From an optimization exercise on the open Yosys and OpenROAD flow, aimed at small area and a short achievable clock period; shortcuts taken in it are not production practice.
In this exercise RTL edits were held to simulation tests only and were not proved equivalent to the original.
Power and IR drop assume default switching activity.

== delta ==
==> flow/design.v (excerpt) <==
module out_layer_top (
	input  logic                                  clk,
	input  logic                                  rst_n_i,
	input  logic [out_layer_pkg::CYC_W-1:0]       cycle_index_i,   
	input  logic                                  cycle_clk_i,     
	input  logic [2*out_layer_pkg::LANES*out_layer_pkg::FIX_WIDTH-1:0] fwd_i,  
	input  logic [out_layer_pkg::LANES-1:0]       ans_i,           
	output logic [out_layer_pkg::LANES*out_layer_pkg::FIX_WIDTH-1:0] del_o,  
	output logic [out_layer_pkg::LANES-1:0]       ans_o            
);
Size: roughly 680 flip-flops, roughly 210 I/O pins, roughly 39000 um2 of cells after synthesis.
==> flow/config.mk <==
export PLATFORM = sky130hd
export DESIGN_NAME = out_layer_top
export DESIGN_NICKNAME = out_layer_top
export VERILOG_FILES = /design/flow/design.v
export SDC_FILE = /design/flow/constraint.sdc
export NUM_CORES = 4
export LEC_CHECK = 0
export CAP_MARGIN = 20
export CORE_MARGIN = 2
export CORE_UTILIZATION = 80
export CTS_CLUSTER_DIAMETER = 80
export CTS_CLUSTER_SIZE = 30
export PLACE_DENSITY = 0.9
export SLEW_MARGIN = 20
export TNS_END_PERCENT = 0
==> flow/constraint.sdc <==
create_clock -name core_clock -period 10.0 [get_ports {clk}]
set_input_delay 2.0000 -clock core_clock [delete_from_list [all_inputs] [get_ports {clk}]]
set_output_delay 2.0000 -clock core_clock [all_outputs]
set_load 0.01 [all_outputs]
standard.sh (not shown) runs the stock make flow with config.mk's settings and CLKGATE_MAP_FILE= SYNTH_SCRIPT=/design/flow/synth_recipe.tcl, a recipe that flattens the netlist after the stock synthesis.
==> flow/flow/run.sh <==
#!/bin/bash
# Standard ORFS layout (the standard.sh) with these changes to how it is made:
#  - synthesis skips the generic "abc -fast" pass inside yosys synth (SYNTH_ARGS=-noabc), so the
#    full adders written in the RTL reach extract_fa as written; the registers (names, count
#    and cell types) are the same as the standard synthesis gives;
#  - port buffers are buf_1 cells instead of the resizer's default pick (a delay cell);
#  - repair_timing aims for more setup slack than the 10 ns clock needs, so the layout is
#    pushed towards the shortest period it can reach. Constraints and period are unchanged.
set -euo pipefail
bash standard.sh \
  SYNTH_ARGS=-noabc \
  'BUFFER_PORTS_ARGS=-buffer_cell sky130_fd_sc_hd__buf_1' \
  SETUP_SLACK_MARGIN=7 \
  finish > orfs_make.log 2>&1
Input changes introduced in maple (baseline for comparison: delta):
Settings: CORE_UTILIZATION changed from 80 to 75; PLACE_DENSITY changed from 0.9 to 0.85.
--- a/flow/flow/run.sh
+++ b/flow/flow/run.sh
@@ -5,3 +5,3 @@
 #    and cell types) are the same as the standard synthesis gives;
-#  - port buffers are buf_1 cells instead of the resizer's default pick (a delay cell);
+#  - port buffers are buf_2 cells instead of the resizer's default pick (a delay cell);
 #  - repair_timing aims for more setup slack than the 10 ns clock needs, so the layout is
@@ -11,4 +11,4 @@
   SYNTH_ARGS=-noabc \
-  'BUFFER_PORTS_ARGS=-buffer_cell sky130_fd_sc_hd__buf_1' \
-  SETUP_SLACK_MARGIN=7 \
+  'BUFFER_PORTS_ARGS=-buffer_cell sky130_fd_sc_hd__buf_2' \
+  SETUP_SLACK_MARGIN=6.9 \
   finish > orfs_make.log 2>&1
## What came out
For the routed wire length, maple came in 5.6% lower than delta did. Compared with delta, the router placed fewer vias in maple. maple: full flow OK, the timing, DRC and antenna checks passed. [compare] base=delta new=maple: met3 demand-to-capacity share in global routing decreased 0.34 points, routability congestion estimate decreased about 1.4%. Summary of maple over delta: first-pass GRT wire length decreased about 2.7%, cell internal power dissipation decreased 0.045 mW.
Input-level comparison between pepper and maple:
--- a/flow/flow/run.sh
+++ b/flow/flow/run.sh
@@ -5,3 +5,3 @@
 #    and cell types) are the same as the standard synthesis gives;
-#  - port buffers are buf_2 cells instead of the resizer's default pick (a delay cell);
+#  - port buffers are buf_1 cells instead of the resizer's default pick (a delay cell);
 #  - repair_timing aims for more setup slack than the 10 ns clock needs, so the layout is
@@ -11,4 +11,4 @@
   SYNTH_ARGS=-noabc \
-  'BUFFER_PORTS_ARGS=-buffer_cell sky130_fd_sc_hd__buf_2' \
-  SETUP_SLACK_MARGIN=6.9 \
+  'BUFFER_PORTS_ARGS=-buffer_cell sky130_fd_sc_hd__buf_1' \
+  SETUP_SLACK_MARGIN=7 \
   finish > orfs_make.log 2>&1
pepper went all the way through synthesis, placement and routing and the layout is clean on timing, DRC and antenna. Compared with maple, pepper shows delay contributed by the slowest stage of the critical path higher by 0.09 ns. Summary of pepper over maple: utilization of the core after routing climbed 2.2 points, data arrival time of the critical path climbed 2.47 ns. Power deteriorates in pepper relative to maple. Compared with maple, pepper improves achievable clock frequency. Relative to maple, the sequential fraction of total cell area of pepper is lower by 0.45 points. When the final numbers for pepper and maple were put side by side, the setup slack of the worst register-to-register path turned out to be greater in pepper. pepper ended up with fa_1 as its master of the slowest instance on the critical path; maple ended up with dfxtp_2. On actual slew at the worst max-slew pin, pepper and maple are neck and neck. Critical path depth (pepper over maple): increase, 8. Routed wire in pepper totals more than in maple.
Edits applied to the flow inputs when going from pepper to nickel:
--- a/flow/flow/run.sh
+++ b/flow/flow/run.sh
@@ -5,3 +5,3 @@
 #    and cell types) are the same as the standard synthesis gives;
-#  - port buffers are buf_1 cells instead of the resizer's default pick (a delay cell);
+#  - port buffers are buf_2 cells instead of the resizer's default pick (a delay cell);
 #  - repair_timing aims for more setup slack than the 10 ns clock needs, so the layout is
@@ -11,4 +11,4 @@
   SYNTH_ARGS=-noabc \
-  'BUFFER_PORTS_ARGS=-buffer_cell sky130_fd_sc_hd__buf_1' \
-  SETUP_SLACK_MARGIN=7 \
+  'BUFFER_PORTS_ARGS=-buffer_cell sky130_fd_sc_hd__buf_2' \
+  SETUP_SLACK_MARGIN=7.3 \
   finish > orfs_make.log 2>&1
Findings:
- Combinational cell fraction of total power: nickel vs pepper — no meaningful difference
- Looking at share of post-route cells with drive strength above 1, nickel sits above pepper.
- In the reports for pepper and nickel, the larger largest stage delay on the critical path belongs to pepper.
- Looking at depth of the critical timing path with buffers and inverters included, nickel sits 8 lower than pepper does.
- nickel against pepper: routed wire length moved up; total power rose about 0.5%.
- nickel improves on pepper in time the worst path needs with I/O delays and setup.
- Looking at launch point of the critical path, the g_lane[2].i_cost_unit.d_q[11] result is from pepper; the i_ans_delay_line.stage_q[11][1] one comes from nickel.

[port drivers added, routing unchanged]
The flow's constraints put no driver on any port. The routed layouts listed below were extracted and timed again, unchanged, in two steps. Step 1: set_driving_cell puts a clkbuf_16 on clk and a buf_2 on each other input, an assumption about the parent block. Step 2 also shifts input and output timing later by t, the mid clock arrival at the registers, as if the neighbouring blocks saw the same clock. Three values: no drivers, after step 1, after step 2; two values: the first two.
run | t, ns | slack for setup (ns) | clock arrival spread, ns
delta | 0.681 | 6.780 / 6.771 / 6.406 | 0.029 / 0.030
maple | 0.688 | 6.774 / 6.713 / 6.428 | 0.020 / 0.021
pepper | 0.677 | 6.805 / 6.805 / 6.447 | 0.026 / 0.026
nickel | 0.693 | 6.843 / 6.780 / 6.367 | 0.037 / 0.038
After both steps setup and hold are still met in every run listed. For nickel, which loses most, drivers alone change the setup slack by -0.063 ns; drivers and shift together by -0.476 ns.
